This is an optimization exercise on Yosys and OpenROAD, whose aim is small area, not a production implementation.
Function was checked by simulation only, so behaviour that the tests miss may differ from the original.
No activity file was given, so power comes from the tool's default toggle rates.

==> flow/design.v <==
`default_nettype none
module trace_hold_reg #(
   parameter int W = 8
)(
   input  wire          usb_clk,
   input  wire          ld,
   input  wire          nld,
   input  wire [W-1:0]  d,
   output logic [W-1:0] q
);
   always_ff @(posedge usb_clk) begin
      q <= (q & {W{nld}}) | (d & {W{ld}});
   end
endmodule
`default_nettype wire
`default_nettype none
module trace_rd_aoi3 (
   input  wire [2:0] a,
   input  wire [2:0] s,
   output wire       y_n
);
   assign y_n = ~((a[0] & s[0]) | (a[1] & s[1]) | (a[2] & s[2]));
endmodule
`default_nettype wire
`default_nettype none
module trace_inv (
   input  wire a,
   output wire y
);
   assign y = ~a;
endmodule
`default_nettype wire
`default_nettype none
module trace_reg_top (
   input  wire         usb_clk,
   input  wire         reset_i,
   input  wire [7:0]   reg_address,
   input  wire [6:0]   reg_bytecnt,
   input  wire [7:0]   write_data,
   input  wire         reg_read,
   input  wire         reg_write,
   input  wire         reg_addrvalid,
   output wire [7:0]   read_data,
   output wire         selected,
   output wire [7:0]   pattern_enable,
   output wire [7:0]   pattern_trig_enable,
   output wire [2:0]   trace_width,
   output wire         capture_raw,
   output wire         record_syncs,
   output wire [511:0] trace_patterns,
   output wire [511:0] trace_masks,
   output wire         reset_sync,
   input  wire [63:0]  trace_counts,
   input  wire         synchronized
);
   wire [5:0] off  = reg_address[5:0];
   wire [2:0] lane = reg_bytecnt[2:0];
   assign selected = reg_addrvalid && (reg_address[7:6] == 2'd2);
   wire wr = selected && reg_write;
   wire rd = selected && reg_read;
   wire [7:0]  lane_oh;
   wire [63:0] off_oh;
   genvar gi;
   generate
      for (gi = 0; gi < 8; gi++) begin : g_lane
         assign lane_oh[gi] = (lane == gi);
      end
      for (gi = 0; gi < 64; gi++) begin : g_off
         assign off_oh[gi] = (off == gi);
      end
   endgenerate
   wire [7:0] pat_d  = write_data & {8{~reset_i}};
   wire [7:0] mask_d = write_data | {8{reset_i}};
   wire [1023:0] rule_q;
   wire [127:0]  rule_sel;    
   wire [15:0]   reg_wr;      
   wire [15:0]   reg_ld;      
   wire [7:0]    lane_ld;     
   assign reg_ld  = reg_wr | {16{reset_i}};
   assign lane_ld = lane_oh | {8{reset_i}};
   generate
      for (gi = 0; gi < 128; gi++) begin : g_byte
         wire ld;
         wire nld;
         if (gi % 8 == 0) begin : g_reg
            assign reg_wr[gi/8] = wr & off_oh[16 + gi/8];
         end
         assign rule_sel[gi] = off_oh[16 + gi/8] & lane_oh[gi%8];
         assign nld = ~(reg_ld[gi/8] & lane_ld[gi%8]);
         trace_inv i_ld (.a (nld), .y (ld));
         for (genvar k = 0; k < 8; k = k + 4) begin : g_part
            trace_hold_reg #(.W(4)) i_part (
               .usb_clk (usb_clk),
               .ld      (ld),
               .nld     (nld),
               .d       ((gi < 64) ? pat_d[k +: 4] : mask_d[k +: 4]),
               .q       (rule_q[8*gi + k +: 4])
            );
         end
      end
   endgenerate
   assign trace_patterns = rule_q[511:0];
   assign trace_masks    = rule_q[1023:512];
   wire [7:0] pen_q, ptrig_q;
   wire [2:0] width_q;
   wire       raw_q, syncs_q;
   wire ld_pen   = reset_i | (wr & off_oh[2]);
   wire ld_ptrig = reset_i | (wr & off_oh[3]);
   wire ld_width = reset_i | (wr & off_oh[4]);
   wire ld_raw   = reset_i | (wr & off_oh[5]);
   wire ld_syncs = reset_i | (wr & off_oh[6]);
   trace_hold_reg #(.W(4)) i_pen_lo (
      .usb_clk (usb_clk), .ld (ld_pen), .nld (~ld_pen), .d (pat_d[3:0]), .q (pen_q[3:0]));
   trace_hold_reg #(.W(4)) i_pen_hi (
      .usb_clk (usb_clk), .ld (ld_pen), .nld (~ld_pen), .d (pat_d[7:4]), .q (pen_q[7:4]));
   trace_hold_reg #(.W(4)) i_ptrig_lo (
      .usb_clk (usb_clk), .ld (ld_ptrig), .nld (~ld_ptrig), .d (pat_d[3:0]), .q (ptrig_q[3:0]));
   trace_hold_reg #(.W(4)) i_ptrig_hi (
      .usb_clk (usb_clk), .ld (ld_ptrig), .nld (~ld_ptrig), .d (pat_d[7:4]), .q (ptrig_q[7:4]));
   trace_hold_reg #(.W(3)) i_width (
      .usb_clk (usb_clk), .ld (ld_width), .nld (~ld_width),
      .d ({mask_d[2], pat_d[1:0]}), .q (width_q));    
   trace_hold_reg #(.W(1)) i_raw (
      .usb_clk (usb_clk), .ld (ld_raw), .nld (~ld_raw), .d (mask_d[0]), .q (raw_q));
   trace_hold_reg #(.W(1)) i_syncs (
      .usb_clk (usb_clk), .ld (ld_syncs), .nld (~ld_syncs), .d (pat_d[0]), .q (syncs_q));
   assign pattern_enable      = pen_q;
   assign pattern_trig_enable = ptrig_q;
   assign trace_width         = width_q;
   assign capture_raw         = raw_q;
   assign record_syncs        = syncs_q;
   reg rs_q, rs_qq;
   always_ff @(posedge usb_clk) begin
      if (reset_i) begin
         rs_q  <= 1'b0;
         rs_qq <= 1'b0;
      end
      else begin
         rs_q  <= wr & off_oh[7];
         rs_qq <= rs_q;
      end
   end
   assign reset_sync = rs_q & ~rs_qq;
   localparam [63:0] NAME = 64'h6563_6172_546d_7241;
   wire [7:0] name_byte  = NAME[8*lane +: 8];
   wire [7:0] misc_byte =
        {7'd0, off_oh[1]}
      | ({8{off_oh[2]}} & pen_q)
      | ({8{off_oh[3]}} & ptrig_q)
      | {5'd0, {3{off_oh[4]}} & width_q}
      | {7'd0, off_oh[5] & raw_q}
      | {7'd0, off_oh[6] & syncs_q}
      | {7'd0, off_oh[8] & synchronized};
   wire [7:0] count_sel;
   generate
      for (gi = 0; gi < 8; gi++) begin : g_csel
         assign count_sel[gi] = off_oh[9] & lane_oh[gi];
      end
   endgenerate
   wire [7:0] rd_comb;
   generate
      for (gi = 0; gi < 8; gi++) begin : g_rbit
         wire [137:0] a;
         wire [137:0] s;
         wire [45:0]  y_n;
         for (genvar b = 0; b < 128; b++) begin : g_in
            assign a[b] = rule_q[8*b + gi];
            assign s[b] = rule_sel[b];
         end
         for (genvar l = 0; l < 8; l++) begin : g_cnt
            assign a[128 + l] = trace_counts[8*(7 - l) + gi];
            assign s[128 + l] = count_sel[l];
         end
         assign a[136] = name_byte[gi];
         assign s[136] = off_oh[0];
         assign a[137] = misc_byte[gi];
         assign s[137] = rd;    
         for (genvar k = 0; k < 46; k++) begin : g_slice
            trace_rd_aoi3 i_aoi (.a (a[3*k +: 3]), .s (s[3*k +: 3]), .y_n (y_n[k]));
         end
         assign rd_comb[gi] = rd & ~(&y_n);
      end
   endgenerate
   reg [7:0] rdata_q;
   always_ff @(posedge usb_clk) rdata_q <= rd_comb;
   assign read_data = rdata_q;
endmodule
`default_nettype wire
==> flow/config.mk <==
export PLATFORM = sky130hd
export DESIGN_NAME = trace_reg_top
export DESIGN_NICKNAME = trace_reg_top
export VERILOG_FILES = /design/flow/design.v
export SDC_FILE = /design/flow/constraint.sdc
export NUM_CORES = 4
export LEC_CHECK = 0
export CAP_MARGIN = 20
export CORE_AREA = 4 4 296 296
export DIE_AREA = 0 0 300 300
export SLEW_MARGIN = 20
export SYNTH_HIERARCHICAL = 1
export SYNTH_MINIMUM_KEEP_SIZE = 0
==> flow/constraint.sdc <==
create_clock -name core_clock -period 10.0 [get_ports {usb_clk}]
set_input_delay 2.0000 -clock core_clock [delete_from_list [all_inputs] [get_ports {usb_clk}]]
set_output_delay 2.0000 -clock core_clock [all_outputs]
set_load 0.01 [all_outputs]
standard.sh (not shown) runs the stock make flow with config.mk's settings and CLKGATE_MAP_FILE= SYNTH_SCRIPT=/design/flow/synth_recipe.tcl, a recipe that flattens the netlist after the stock synthesis.
==> flow/flow/run.sh <==
#!/bin/bash
# Standard ORFS layout (standard synthesis unchanged), with:
#  - IO pins allowed on every routing track, so a smaller die still holds all 1148 ports,
#  - port buffers made of the smallest buffer cell (every port still gets one),
#  - combinational cells set to their smallest drive strength before placement
#    (flow/downsize.tcl; placement's repair_design sizes up what needs it),
#  - a clock tree with larger sink clusters and no dummy loads.
# Full tool output goes to flow.log here; ORFS's own per-step logs stay under orfs/logs.
set -euo pipefail
bash standard.sh \
  "PLACE_PINS_ARGS=-min_distance 1 -min_distance_in_tracks" \
  "BUFFER_PORTS_ARGS=-buffer_cell sky130_fd_sc_hd__buf_1" \
  "PRE_GLOBAL_PLACE_TCL=$PWD/flow/downsize.tcl" \
  "CTS_ARGS=-sink_clustering_enable -repair_clock_nets -dont_use_dummy_load -sink_clustering_size 25 -sink_clustering_max_diameter 100" \
  finish > flow.log 2>&1
==> flow/flow/downsize.tcl <==
# Before global placement: put every combinational cell in the smallest-area cell of its
# family (same function, other drive strength). Registers, buffers and tie cells are left
# alone. Placement's repair_design then sizes up whatever needs it.
set n_swapped 0
set area_before [rsz::design_area]
foreach inst [get_cells *] {
  set master [get_property $inst ref_name]
  if {![regexp {^(sky130_fd_sc_hd__[a-z0-9]+)_([0-9]+)$} $master -> family strength]} { continue }
  if {[regexp {__(df|edf|sdf|dl|buf|clkbuf|conb|tap|fill|decap|clkdly|dlygate|diode)} $master]} { continue }
  set best $master
  set best_area [get_property [get_lib_cells */$master] area]
  foreach lc [get_lib_cells */${family}_*] {
    set name [get_property $lc name]
    if {![regexp "^${family}_\[0-9\]+\$" $name]} { continue }
    if {[get_property $lc dont_use]} { continue }
    set a [get_property $lc area]
    if {$a < $best_area} { set best $name; set best_area $a }
  }
  if {$best ne $master} {
    replace_cell $inst [get_lib_cells */$best]
    incr n_swapped
  }
}
puts "downsize: swapped $n_swapped cells, area [expr $area_before*1e12] -> [expr [rsz::design_area]*1e12]"
==> next run, changes <==
--- a/flow/design.v
+++ b/flow/design.v
@@ -72,23 +72,19 @@
    wire [7:0] pat_d  = write_data & {8{~reset_i}};
    wire [7:0] mask_d = write_data | {8{reset_i}};
    wire [1023:0] rule_q;
    wire [127:0]  rule_sel;    
    wire [15:0]   reg_wr;      
-   wire [15:0]   reg_ld;      
-   wire [7:0]    lane_ld;     
-   assign reg_ld  = reg_wr | {16{reset_i}};
-   assign lane_ld = lane_oh | {8{reset_i}};
    generate
       for (gi = 0; gi < 128; gi++) begin : g_byte
          wire ld;
          wire nld;
          if (gi % 8 == 0) begin : g_reg
             assign reg_wr[gi/8] = wr & off_oh[16 + gi/8];
          end
          assign rule_sel[gi] = off_oh[16 + gi/8] & lane_oh[gi%8];
-         assign nld = ~(reg_ld[gi/8] & lane_ld[gi%8]);
+         assign nld = ~(reset_i | (reg_wr[gi/8] & lane_oh[gi%8]));
          trace_inv i_ld (.a (nld), .y (ld));
          for (genvar k = 0; k < 8; k = k + 4) begin : g_part
             trace_hold_reg #(.W(4)) i_part (
                .usb_clk (usb_clk),
                .ld      (ld),
@@ -141,43 +137,34 @@
       end
    end
    assign reset_sync = rs_q & ~rs_qq;
    localparam [63:0] NAME = 64'h6563_6172_546d_7241;
    wire [7:0] name_byte  = NAME[8*lane +: 8];
+   wire [7:0] count_byte = trace_counts[8*(3'd7 - lane) +: 8];
    wire [7:0] misc_byte =
-        {7'd0, off_oh[1]}
+        ({8{off_oh[0]}} & name_byte)
+      | {7'd0, off_oh[1]}
       | ({8{off_oh[2]}} & pen_q)
       | ({8{off_oh[3]}} & ptrig_q)
       | {5'd0, {3{off_oh[4]}} & width_q}
       | {7'd0, off_oh[5] & raw_q}
       | {7'd0, off_oh[6] & syncs_q}
-      | {7'd0, off_oh[8] & synchronized};
-   wire [7:0] count_sel;
-   generate
-      for (gi = 0; gi < 8; gi++) begin : g_csel
-         assign count_sel[gi] = off_oh[9] & lane_oh[gi];
-      end
-   endgenerate
+      | {7'd0, off_oh[8] & synchronized}
+      | ({8{off_oh[9]}} & count_byte);
    wire [7:0] rd_comb;
    generate
       for (gi = 0; gi < 8; gi++) begin : g_rbit
-         wire [137:0] a;
-         wire [137:0] s;
-         wire [45:0]  y_n;
+         wire [128:0] a;
+         wire [128:0] s;
+         wire [42:0]  y_n;
          for (genvar b = 0; b < 128; b++) begin : g_in
             assign a[b] = rule_q[8*b + gi];
             assign s[b] = rule_sel[b];
          end
-         for (genvar l = 0; l < 8; l++) begin : g_cnt
-            assign a[128 + l] = trace_counts[8*(7 - l) + gi];
-            assign s[128 + l] = count_sel[l];
-         end
-         assign a[136] = name_byte[gi];
-         assign s[136] = off_oh[0];
-         assign a[137] = misc_byte[gi];
-         assign s[137] = rd;    
-         for (genvar k = 0; k < 46; k++) begin : g_slice
+         assign a[128] = misc_byte[gi];
+         assign s[128] = rd;    
+         for (genvar k = 0; k < 43; k++) begin : g_slice
             trace_rd_aoi3 i_aoi (.a (a[3*k +: 3]), .s (s[3*k +: 3]), .y_n (y_n[k]));
          end
          assign rd_comb[gi] = rd & ~(&y_n);
       end
    endgenerate
Outcome: The changed run went through all stages and came out clean. Setup slack is worse by 870 ps. Utilization increases by 0.31 points. Clock power barely changes. Die area stays the same. Maximum frequency decreases by 14%. Global-route usage decreases by 0.73 points. Power decreases by 9.1%. Register-to-register slack is worse by 420 ps. Critical path depth increases by 1. Sequential power decreases by 7.6%. Clock-buffer cell count stays the same. Cell count is about the same. Sequential share of layout area decreases by 0.27 points.

-- what the ideal ports hide --
In the flow no input, the clock included, has a driving cell. The finished layouts below were timed again as built, in two steps.
Step 1 (the two cells are an assumption about what drives the block):
set clk [get_ports {usb_clk}]
set_driving_cell -lib_cell sky130_fd_sc_hd__clkbuf_16 $clk
set_driving_cell -lib_cell sky130_fd_sc_hd__buf_2 [delete_from_list [all_inputs] $clk]
Step 2, shift: input delay + t, output delay - t, t = (earliest + latest rising clock arrival at the registers) / 2. This alone moves slack from input paths to output paths.
Slacks: no drivers / after step 1 / after step 2; pairs: no drivers / after step 1.
run	shift t [ns]	setup WS [ns]	worst setup path at the end	slew at the worst register clock pin (ns)	worst data-port slew with drivers (ns)
the first run	0.684	4.517 / 4.454 / 3.770	input to register	0.11 / 0.11	0.23
the second run	0.708	3.647 / 3.687 / 2.980	input to register	0.11 / 0.11	0.15
After both steps every run listed still meets setup and hold. For the first run, which loses most, drivers alone change the setup slack by -0.063 ns; drivers and shift together by -0.747 ns.
